Source: an optimization exercise on an open RTL-to-GDS flow (aim: small area, a short achievable clock period and few clock cycles per item). Production flows keep margins and buffers that such runs may drop. No run shown here included a check of the RTL's function; only the layout flow was run.

==> flow/design.v (outline; a module is shown in full before it is edited, if it fits) <==
// module arr_mult_fa: 10 lines
// module arr_mult_ha: 9 lines
// module arr_multiplier_pipe: 3430 lines
module arr_multiplier_pipe #(
  parameter int INPUT_BIT_SIZE = 32,
  parameter int STAGES         = 4
) (
  input  logic                          Clk,
  input  logic                          Reset,
  input  logic                          InValid,
  output logic                          InReady,
  input  logic [INPUT_BIT_SIZE-1:0]     InA,
  input  logic [INPUT_BIT_SIZE-1:0]     InB,
  input  logic                          Signed,
  output logic                          OutValid,
  input  logic                          OutReady,
  output logic [2*INPUT_BIT_SIZE-1:0]   Out
);
  // ...
==> flow/flow/run.sh <==
#!/bin/bash
# The standard layout, with two changes to how it is made:
#  - the input and output ports get sky130_fd_sc_hd__buf_2 buffers instead of the
#    buffer the resizer picks on its own (a slow delay cell);
#  - the resizer's timing repair aims for SETUP_SLACK_MARGIN ns of setup slack, so it
#    works on the paths that set the achieved period, not only on violations.
# The clock period, SDC and every other setting are the standard flow's.
set -euo pipefail
export SETUP_SLACK_MARGIN=${SETUP_SLACK_MARGIN_OVERRIDE:-18.0}
export BUFFER_PORTS_ARGS="-buffer_cell sky130_fd_sc_hd__buf_2"
export CTS_ARGS="-sink_clustering_enable -repair_clock_nets -dont_use_dummy_load -sink_clustering_size 25 -sink_clustering_max_diameter 100"
bash standard.sh > standard.log 2>&1
==> flow/standard.sh <==
#!/bin/bash
# synth_recipe.tcl (not shown) runs the flow's synth.tcl, then flattens the netlist and writes it again
# the make line also repeats each setting of config.mk as NAME=value (left out here)
make -C /OpenROAD-flow-scripts/flow DESIGN_CONFIG=/design/flow/config.mk WORK_HOME=/design/flow/orfs CLKGATE_MAP_FILE= SYNTH_SCRIPT=/design/flow/synth_recipe.tcl "${@:-finish}"
==> flow/config.mk <==
export PLATFORM = sky130hd
export DESIGN_NAME = arr_multiplier_pipe
export DESIGN_NICKNAME = arr_multiplier_pipe
export VERILOG_FILES = /design/flow/design.v
export SDC_FILE = /design/flow/constraint.sdc
export NUM_CORES = 4
export LEC_CHECK = 0
export ABC_AREA = 1
export CAP_MARGIN = 20
export CORE_MARGIN = 2
export CORE_UTILIZATION = 40
export CTS_CLUSTER_DIAMETER = 100
export CTS_CLUSTER_SIZE = 25
export SLEW_MARGIN = 20
export SYNTH_HIERARCHICAL = 1
export SYNTH_MINIMUM_KEEP_SIZE = 0
==> flow/constraint.sdc <==
create_clock -name core_clock -period 24.0 [get_ports {Clk}]
set_input_delay 4.8000 -clock core_clock [delete_from_list [all_inputs] [get_ports {Clk}]]
set_output_delay 4.8000 -clock core_clock [all_outputs]
set_load 0.01 [all_outputs]
==> flow_summary.toml, run 1 <==
[outcome]
status = "timing/DRC/antenna clean"

[grt]
top_usage_layer = "met2"
antenna_found_initial = 0
grt_overflow = 0

[clock_network]
clkTransAtPathRegs_ns = 0.09
cts_tree = "done"
htreeDepth = 1
cts_hold_buffers = 0

[yosys]
syn-cell-area_um2 = 31100
ys_ff_latch = 292
synth.area.top_cells = "fa_1 (32%), edfxtp_1 (22%), xor2_1 (15%), o22ai_1 (10%), dfxtp_1 (4.1%)"
ys_types = 38
ys_warn_count = 7

[final_layout]
layout_commonest_cell = "xor2_1"
fillers = 7235

[sta]
setup_violations = 0

[critical_path]
cp.depth = 15
cp.required_ns = 24.29
critPathTopFamily = "adder cells"

[die]
die_w_um = 283

[place]
dpl.cell_count = 3809
==> run 2, diff against run 1 <==
--- a/flow/design.v
+++ b/flow/design.v
@@ -2476,75 +2476,75 @@
   arr_mult_fa u_s347 (.i_a(pp12_3), .i_b(pp13_1), .i_c(c314), .o_s(s347), .o_c(c348));
   arr_mult_fa u_s349 (.i_a(c316), .i_b(c318), .i_c(c320), .o_s(s349), .o_c(c350));
   arr_mult_fa u_s351 (.i_a(c322), .i_b(s339), .i_c(s341), .o_s(s351), .o_c(c352));
   arr_mult_fa u_s353 (.i_a(s343), .i_b(s345), .i_c(c324), .o_s(s353), .o_c(c354));
   arr_mult_fa u_s355 (.i_a(c326), .i_b(c328), .i_c(s347), .o_s(s355), .o_c(c356));
   arr_mult_fa u_s357 (.i_a(s349), .i_b(s351), .i_c(c330), .o_s(s357), .o_c(c358));
   arr_mult_fa u_s359 (.i_a(s353), .i_b(c332), .i_c(s355), .o_s(s359), .o_c(c360));
   arr_mult_fa u_s361 (.i_a(c334), .i_b(s357), .i_c(s359), .o_s(s361), .o_c(c362));
-  arr_mult_ha u_s363 (.i_a(c336), .i_b(s361), .o_s(s363), .o_c(c364));
+  arr_mult_fa u_s363 (.i_a(c336), .i_b(s361), .i_c(c338), .o_s(s363), .o_c(c364));
   arr_mult_fa u_s365 (.i_a(bneg[14]), .i_b(pp0_28), .i_c(pp1_26), .o_s(s365), .o_c(c366));
   arr_mult_fa u_s367 (.i_a(pp2_24), .i_b(pp3_22), .i_c(pp4_20), .o_s(s367), .o_c(c368));
   arr_mult_fa u_s369 (.i_a(pp5_18), .i_b(pp6_16), .i_c(pp7_14), .o_s(s369), .o_c(c370));
   arr_mult_fa u_s371 (.i_a(pp8_12), .i_b(pp9_10), .i_c(pp10_8), .o_s(s371), .o_c(c372));
   arr_mult_fa u_s373 (.i_a(pp11_6), .i_b(pp12_4), .i_c(pp13_2), .o_s(s373), .o_c(c374));
   arr_mult_fa u_s375 (.i_a(pp14_0), .i_b(c340), .i_c(c342), .o_s(s375), .o_c(c376));
   arr_mult_fa u_s377 (.i_a(c344), .i_b(c346), .i_c(s365), .o_s(s377), .o_c(c378));
   arr_mult_fa u_s379 (.i_a(s367), .i_b(s369), .i_c(s371), .o_s(s379), .o_c(c380));
   arr_mult_fa u_s381 (.i_a(s373), .i_b(c348), .i_c(c350), .o_s(s381), .o_c(c382));
   arr_mult_fa u_s383 (.i_a(c352), .i_b(s375), .i_c(s377), .o_s(s383), .o_c(c384));
   arr_mult_fa u_s385 (.i_a(s379), .i_b(c354), .i_c(c356), .o_s(s385), .o_c(c386));
   arr_mult_fa u_s387 (.i_a(s381), .i_b(s383), .i_c(c358), .o_s(s387), .o_c(c388));
   arr_mult_fa u_s389 (.i_a(c360), .i_b(s385), .i_c(s387), .o_s(s389), .o_c(c390));
-  arr_mult_fa u_s391 (.i_a(c362), .i_b(c364), .i_c(s389), .o_s(s391), .o_c(c392));
+  arr_mult_ha u_s391 (.i_a(c362), .i_b(s389), .o_s(s391), .o_c(c392));
   arr_mult_fa u_s393 (.i_a(pp0_29), .i_b(pp1_27), .i_c(pp2_25), .o_s(s393), .o_c(c394));
   arr_mult_fa u_s395 (.i_a(pp3_23), .i_b(pp4_21), .i_c(pp5_19), .o_s(s395), .o_c(c396));
   arr_mult_fa u_s397 (.i_a(pp6_17), .i_b(pp7_15), .i_c(pp8_13), .o_s(s397), .o_c(c398));
   arr_mult_fa u_s399 (.i_a(pp9_11), .i_b(pp10_9), .i_c(pp11_7), .o_s(s399), .o_c(c400));
   arr_mult_fa u_s401 (.i_a(pp12_5), .i_b(pp13_3), .i_c(pp14_1), .o_s(s401), .o_c(c402));
   arr_mult_fa u_s403 (.i_a(c366), .i_b(c368), .i_c(c370), .o_s(s403), .o_c(c404));
   arr_mult_fa u_s405 (.i_a(c372), .i_b(c374), .i_c(s393), .o_s(s405), .o_c(c406));
   arr_mult_fa u_s407 (.i_a(s395), .i_b(s397), .i_c(s399), .o_s(s407), .o_c(c408));
   arr_mult_fa u_s409 (.i_a(s401), .i_b(c376), .i_c(c378), .o_s(s409), .o_c(c410));
   arr_mult_fa u_s411 (.i_a(c380), .i_b(s403), .i_c(s405), .o_s(s411), .o_c(c412));
   arr_mult_fa u_s413 (.i_a(s407), .i_b(c382), .i_c(c384), .o_s(s413), .o_c(c414));
   arr_mult_fa u_s415 (.i_a(s409), .i_b(s411), .i_c(c386), .o_s(s415), .o_c(c416));
   arr_mult_fa u_s417 (.i_a(s413), .i_b(c388), .i_c(s415), .o_s(s417), .o_c(c418));
-  arr_mult_ha u_s419 (.i_a(c390), .i_b(s417), .o_s(s419), .o_c(c420));
+  arr_mult_fa u_s419 (.i_a(c390), .i_b(s417), .i_c(c392), .o_s(s419), .o_c(c420));
   arr_mult_fa u_s421 (.i_a(bneg[15]), .i_b(pp0_30), .i_c(pp1_28), .o_s(s421), .o_c(c422));
   arr_mult_fa u_s423 (.i_a(pp2_26), .i_b(pp3_24), .i_c(pp4_22), .o_s(s423), .o_c(c424));
   arr_mult_fa u_s425 (.i_a(pp5_20), .i_b(pp6_18), .i_c(pp7_16), .o_s(s425), .o_c(c426));
   arr_mult_fa u_s427 (.i_a(pp8_14), .i_b(pp9_12), .i_c(pp10_10), .o_s(s427), .o_c(c428));
   arr_mult_fa u_s429 (.i_a(pp11_8), .i_b(pp12_6), .i_c(pp13_4), .o_s(s429), .o_c(c430));
   arr_mult_fa u_s431 (.i_a(pp14_2), .i_b(pp15_0), .i_c(c394), .o_s(s431), .o_c(c432));
   arr_mult_fa u_s433 (.i_a(c396), .i_b(c398), .i_c(c400), .o_s(s433), .o_c(c434));
   arr_mult_fa u_s435 (.i_a(c402), .i_b(s421), .i_c(s423), .o_s(s435), .o_c(c436));
   arr_mult_fa u_s437 (.i_a(s425), .i_b(s427), .i_c(s429), .o_s(s437), .o_c(c438));
   arr_mult_fa u_s439 (.i_a(c404), .i_b(c406), .i_c(c408), .o_s(s439), .o_c(c440));
   arr_mult_fa u_s441 (.i_a(s431), .i_b(s433), .i_c(s435), .o_s(s441), .o_c(c442));
   arr_mult_fa u_s443 (.i_a(s437), .i_b(c410), .i_c(c412), .o_s(s443), .o_c(c444));
   arr_mult_fa u_s445 (.i_a(s439), .i_b(s441), .i_c(c414), .o_s(s445), .o_c(c446));
   arr_mult_fa u_s447 (.i_a(s443), .i_b(c416), .i_c(s445), .o_s(s447), .o_c(c448));
-  arr_mult_fa u_s449 (.i_a(c418), .i_b(s447), .i_c(c420), .o_s(s449), .o_c(c450));
+  arr_mult_ha u_s449 (.i_a(c418), .i_b(s447), .o_s(s449), .o_c(c450));
   arr_mult_fa u_s451 (.i_a(pp0_31), .i_b(pp1_29), .i_c(pp2_27), .o_s(s451), .o_c(c452));
   arr_mult_fa u_s453 (.i_a(pp3_25), .i_b(pp4_23), .i_c(pp5_21), .o_s(s453), .o_c(c454));
   arr_mult_fa u_s455 (.i_a(pp6_19), .i_b(pp7_17), .i_c(pp8_15), .o_s(s455), .o_c(c456));
   arr_mult_fa u_s457 (.i_a(pp9_13), .i_b(pp10_11), .i_c(pp11_9), .o_s(s457), .o_c(c458));
   arr_mult_fa u_s459 (.i_a(pp12_7), .i_b(pp13_5), .i_c(pp14_3), .o_s(s459), .o_c(c460));
   arr_mult_fa u_s461 (.i_a(pp15_1), .i_b(c422), .i_c(c424), .o_s(s461), .o_c(c462));
   arr_mult_fa u_s463 (.i_a(c426), .i_b(c428), .i_c(c430), .o_s(s463), .o_c(c464));
   arr_mult_fa u_s465 (.i_a(s451), .i_b(s453), .i_c(s455), .o_s(s465), .o_c(c466));
   arr_mult_fa u_s467 (.i_a(s457), .i_b(s459), .i_c(c432), .o_s(s467), .o_c(c468));
   arr_mult_fa u_s469 (.i_a(c434), .i_b(c436), .i_c(c438), .o_s(s469), .o_c(c470));
   arr_mult_fa u_s471 (.i_a(s461), .i_b(s463), .i_c(s465), .o_s(s471), .o_c(c472));
   arr_mult_fa u_s473 (.i_a(c440), .i_b(s467), .i_c(c442), .o_s(s473), .o_c(c474));
   arr_mult_fa u_s475 (.i_a(s469), .i_b(s471), .i_c(c444), .o_s(s475), .o_c(c476));
   arr_mult_fa u_s477 (.i_a(s473), .i_b(c446), .i_c(s475), .o_s(s477), .o_c(c478));
-  arr_mult_ha u_s479 (.i_a(c448), .i_b(s477), .o_s(s479), .o_c(c480));
+  arr_mult_fa u_s479 (.i_a(c448), .i_b(s477), .i_c(c450), .o_s(s479), .o_c(c480));
   arr_mult_fa u_s481 (.i_a(pp16_0), .i_b(pp0_32), .i_c(pp1_30), .o_s(s481), .o_c(c482));
   arr_mult_fa u_s483 (.i_a(pp2_28), .i_b(pp3_26), .i_c(pp4_24), .o_s(s483), .o_c(c484));
   arr_mult_fa u_s485 (.i_a(pp5_22), .i_b(pp6_20), .i_c(pp7_18), .o_s(s485), .o_c(c486));
   arr_mult_fa u_s487 (.i_a(pp8_16), .i_b(pp9_14), .i_c(pp10_12), .o_s(s487), .o_c(c488));
   arr_mult_fa u_s489 (.i_a(pp11_10), .i_b(pp12_8), .i_c(pp13_6), .o_s(s489), .o_c(c490));
   arr_mult_fa u_s491 (.i_a(pp14_4), .i_b(pp15_2), .i_c(c452), .o_s(s491), .o_c(c492));
   arr_mult_fa u_s493 (.i_a(c454), .i_b(c456), .i_c(c458), .o_s(s493), .o_c(c494));
   arr_mult_fa u_s495 (.i_a(c460), .i_b(s481), .i_c(s483), .o_s(s495), .o_c(c496));
@@ -2871,23 +2871,22 @@
   logic m_x22;
   logic m_y22;
   logic m_x23;
   logic m_x24;
   logic m_x25;
   logic m_y25;
   logic m_x26;
   logic m_x27;
-  logic m_y27;
   logic m_x28;
+  logic m_y28;
   logic m_x29;
-  logic m_y29;
   logic m_x30;
+  logic m_y30;
   logic m_x31;
-  logic m_y31;
   logic m_x32;
   logic m_y32;
   logic m_x33;
   logic m_y33;
   logic m_x34;
   logic m_x35;
   logic m_y35;
   logic m_x36;
@@ -2966,24 +2965,23 @@
       m_x21 <= s219;
       m_x22 <= c220;
       m_y22 <= s241;
       m_x23 <= s263;
       m_x24 <= s287;
       m_x25 <= c288;
       m_y25 <= s311;
       m_x26 <= s337;
-      m_x27 <= c338;
-      m_y27 <= s363;
-      m_x28 <= s391;
-      m_x29 <= c392;
-      m_y29 <= s419;
-      m_x30 <= s449;
-      m_x31 <= c450;
-      m_y31 <= s479;
+      m_x27 <= s363;
+      m_x28 <= c364;
+      m_y28 <= s391;
+      m_x29 <= s419;
+      m_x30 <= c420;
+      m_y30 <= s449;
+      m_x31 <= s479;
       m_x32 <= c480;
       m_y32 <= s509;
       m_x33 <= c510;
       m_y33 <= s541;
       m_x34 <= s573;
       m_x35 <= c574;
       m_y35 <= s603;
       m_x36 <= c604;
@@ -3031,17 +3029,17 @@
       m_y61 <= s1045;
       m_x62 <= s1049;
       m_x63 <= c1050;
       m_y63 <= s1051;
     end
   end
   logic [63:0] sx, sy;
   assign sx = {m_x63, m_x62, m_x61, m_x60, m_x59, m_x58, m_x57, m_x56, m_x55, m_x54, m_x53, m_x52, m_x51, m_x50, m_x49, m_x48, m_x47, m_x46, m_x45, m_x44, m_x43, m_x42, m_x41, m_x40, m_x39, m_x38, m_x37, m_x36, m_x35, m_x34, m_x33, m_x32, m_x31, m_x30, m_x29, m_x28, m_x27, m_x26, m_x25, m_x24, m_x23, m_x22, m_x21, m_x20, m_x19, m_x18, m_x17, m_x16, m_x15, m_x14, m_x13, m_x12, m_x11, m_x10, m_x9, m_x8, m_x7, m_x6, m_x5, m_x4, m_x3, m_x2, m_x1, m_x0};
-  assign sy = {m_y63, 1'b0, m_y61, 1'b0, m_y59, 1'b0, m_y57, 1'b0, m_y55, 1'b0, m_y53, 1'b0, m_y51, 1'b0, m_y49, 1'b0, m_y47, 1'b0, m_y45, 1'b0, m_y43, m_y42, m_y41, m_y40, m_y39, m_y38, m_y37, m_y36, m_y35, 1'b0, m_y33, m_y32, m_y31, 1'b0, m_y29, 1'b0, m_y27, 1'b0, m_y25, 1'b0, 1'b0, m_y22, 1'b0, 1'b0, m_y19, 1'b0, 1'b0, 1'b0, m_y15, 1'b0, 1'b0, 1'b0, 1'b0, m_y10, 1'b0, 1'b0, 1'b0, 1'b0, 1'b0, 1'b0, 1'b0, 1'b0, 1'b0, m_y0};
+  assign sy = {m_y63, 1'b0, m_y61, 1'b0, m_y59, 1'b0, m_y57, 1'b0, m_y55, 1'b0, m_y53, 1'b0, m_y51, 1'b0, m_y49, 1'b0, m_y47, 1'b0, m_y45, 1'b0, m_y43, m_y42, m_y41, m_y40, m_y39, m_y38, m_y37, m_y36, m_y35, 1'b0, m_y33, m_y32, 1'b0, m_y30, 1'b0, m_y28, 1'b0, 1'b0, m_y25, 1'b0, 1'b0, m_y22, 1'b0, 1'b0, m_y19, 1'b0, 1'b0, 1'b0, m_y15, 1'b0, 1'b0, 1'b0, 1'b0, m_y10, 1'b0, 1'b0, 1'b0, 1'b0, 1'b0, 1'b0, 1'b0, 1'b0, 1'b0, m_y0};
   logic [63:0] pg_g, pg_p, cy;
   assign pg_g = sx & sy;
   assign pg_p = sx ^ sy;
   logic pf_g1;
   assign pf_g1 = pg_g[1] | (pg_p[1] & pg_g[0]);
   logic pf_g2;
   assign pf_g2 = pg_g[3] | (pg_p[3] & pg_g[2]);
   logic pf_p2;
==> run 2 against run 1 <==
Net effect: first-iteration DRC count fell by 0.48%; still clean; synthesized cell count is 0.14% higher; hold slack barely moved; largest cell class unchanged; sequential cell count decreased by 1; critical path depth is 2 lower; via count is 0.31% higher; critical path type unchanged.
==> flow_summary.toml, run 2 <==
[clock_network]
root_buffer = "clkbuf_16"
cts_hold_buffers = 0
insertion_delay_ns = 0.57
cts.sinks = 291
htreeDepth = 1
cts_buffers = 16
clkTransAtPathRegs_ns = 0.10
cts_tree = "done"
clockBufferDepth = 3

[final_layout]
final_cells = 3855
drive_gt1_frac = 0.113
antenna_cells = 0
reg_top3 = "o_q (64), q_q (64)"
fin_nets = 3472
area_delta_synth_final_pct = 7.05
layout_common_cells = "xor2_1 (519), fa_1 (507), o22ai_1 (498)"
layout_commonest_cell = "xor2_1"

[detailed_routing]
viasPerCell = 6.09
wl_per_cell_um = 26.5
drt_iter0_markers = 2912
antenna_left = 0
drt_first_pass_iters = 9
vias = 23470
drc_errors = 0
drt-total-wl_um = 102000

[critical_path]
start_kind = "flip-flop"
cp.required_ns = 24.26
crit_path_max_fanout = 37
critPathArrivalTime_ns = 6.21
critical_path_class = "reg2reg"
end_kind = "flip-flop"

[yosys]
synth_top_area_cell = "fa_1"
yosysSeqAreaShare = 0.259
ys_ff_latch = 291
yosysMostFrequentCell = "xor2_1"
synth.area.top_cells = "fa_1 (33%), edfxtp_1 (21%), xor2_1 (15%), o22ai_1 (10%), dfxtp_1 (4.1%)"
synth_fp_nets = 3503
synth_top_family_by_area = "adder cells"
synthArstFlopShare = 0.0172
yosys.area_share.simple = 0.0495
syn-cell-area_um2 = 31200
synthAdderAreaFrac = 0.357
yosys.area.top_type_share = 0.325
muxShareOfSynthArea = 0
synth_edf_count = 222
ys_warn_count = 7
synth_xor_area_frac = 0.153
ys_types = 39
synthTopCellsByCount = "xor2_1 (519), fa_1 (507), o22ai_1 (498), nand2_1 (262), edfxtp_1 (222)"
ys.flop_type = "edfxtp_1"
netlist_instances = 2848
syn_area_per_cell_um2 = 11.0
synth_compound_area_frac = 0.124

[sta]
drv_slew = 0
max_slew.worst_pin.slew_ns = 0.976
grt_setup_unrepaired = "yes"
max_slew_margin = 0.349
min_period_ns = 5.95
setup_violations = 0
skew_ns = 0.0677
tns_ns = 0
finalCritPeriodShare = 0.248
max_freq_mhz = 168
hold_violations = 0

[die]
coreArea_um2 = 77300
die_h_um = 283
dieArea_um2 = 80200
rows = 102
start_util = 0.403
die_w_um = 283
pin_count = 135

[grt]
grt_pass1_vias = 24411
antenna_found_initial = 0
grt_max_degree = 112
grt_overflow = 0
grt_usage = 0.252
grt_pass1_wl_um = 156000

[place]
place_congestion = 0.906
hpwl_um = 69800
dpl.cell_count = 3823
portBuffers = 134

[outcome]
status = "timing/DRC/antenna clean"

[hold_path]
hold_class = "reg2reg"

[flow_run]
maxCapViolations = 0
==> run 2: final cells by class <==
| class | instances | area (µm²) |
|---|---|---|
| inverters | 164 | 646 |
| clock buffers | 16 | 400 |
| multi-input cells | 2118 | 21500 |
| flip-flops and latches | 291 | 8080 |
| fillers | 7303 | 43900 |
| well taps | 1040 | 1300 |
| repair buffers | 225 | 1410 |
| repair inverters | 1 | 7.51 |
==> run 2: final timing paths <==
path / end / from / slack (ns) / cells past startpoint
max: m_x46$_DFFE_PN_ / b[11]$_DFFE_PN_ / 18.05 / 13
min: q_q[58]$_DFF_P_ / q_q[58]$_DFF_P_ / 0.46 / 2
max reg2reg: m_x46$_DFFE_PN_ / b[11]$_DFFE_PN_ / 18.05 / 13
min reg2reg: q_q[58]$_DFF_P_ / q_q[58]$_DFF_P_ / 0.46 / 2
max in group asynchronous: q_vl$_DFF_PN0_ / Reset / 19.81 / 1
min in group asynchronous: q_vl$_DFF_PN0_ / Reset / 4.05 / 1
==> run 2: repair_timing <==
| item | 4_1_cts | 5_1_grt |
|---|---|---|
| resized for setup | 12 | 19 |
| gates cloned | 3 | 1 |
| setup endpoints to repair | 20 | 30 |
| pin swaps | 4 | 2 |
| setup buffers | 2 | 9 |
==> run 2: worst max-delay path, cell delays in order, from the launching register on <==
cell,delay [ns]
edfxtp_1,0.37
buf_6,0.43
inv_1,0.29
o21ai_2,0.80
o22ai_1,0.17
xor2_1,0.54
ha_1,0.24
inv_1,0.07
fa_1,0.52
fa_1,0.44
fa_1,0.50
fa_1,0.42
fa_1,0.43
fa_1,0.44
==> run 2: modules after synthesis, one instance, submodules excluded <==
module               copies in the design  cells inside  flops+latches
arr_mult_ha                            12             1              0
arr_multiplier_pipe                     1          2338            291
arr_mult_fa                           498             1              0
==> run 2: per-stage QoR <==
step | hold WS [ns] | utilization | instance area [µm²] | setup slack (ns)
final | 0.457 | 0.432 | 33400 | 18.05
after CTS | 0.461 | 0.430 | 33200 | 18.00
after detailed placement | 0.438 | 0.423 | 32700 | 17.66
after global routing | 0.483 | 0.432 | 33400 | 17.97
after global placement | 0.434 | 0.423 | 32700 | 17.70
after floorplan | 0.414 | - | 31200 | 18.30
==> run 2: logic make-up (layout without fill, tap and decap cells) <==
logic type | Yosys count | count (layout)
flip-flops | 291 | 291
buffers and inverters | 442 | 406
AND/OR/NAND/NOR | 363 | 363
adder cells (fa/ha/maj) | 586 | 586
AO/OA/AOI/OAI | 621 | 624
XOR/XNOR | 545 | 545
==> run 2: layer usage <==
metal,up-vias,part of all wire,track usage
met4,0,0.064,0.137
met1,11708,0.38,0.334
met2,1792,0.44,0.379
li1,9580,-,-
met5,-,0,0
met3,390,0.12,0.0645

re-timing with driven ports:
Ports are ideal in the flow. The routed layouts listed here were re-timed in OpenROAD. Step 1 assumes that a clkbuf_16 drives the clock port and a buf_2 every other input. Step 2 times the ports against the registers' clock, not the clock port: input delays grow and output delays shrink by t, the midpoint of the rising clock arrivals with the driver on. Slacks: ideal ports / drivers / drivers and shift; pairs: ideal ports / drivers.
| run | shift t [ns] | setup slack, ns | worst register clock-pin slew, ns |
|---|---|---|---|
| run 1 | 0.602 | 18.077 / 18.012 / 17.705 | 0.10 / 0.10 |
| run 2 | 0.604 | 18.052 / 17.998 / 17.674 | 0.10 / 0.10 |
After both steps every run listed still meets setup and hold. The setup slack of run 2, which loses most, moves by -0.054 ns with the drivers and by -0.378 ns with both steps.
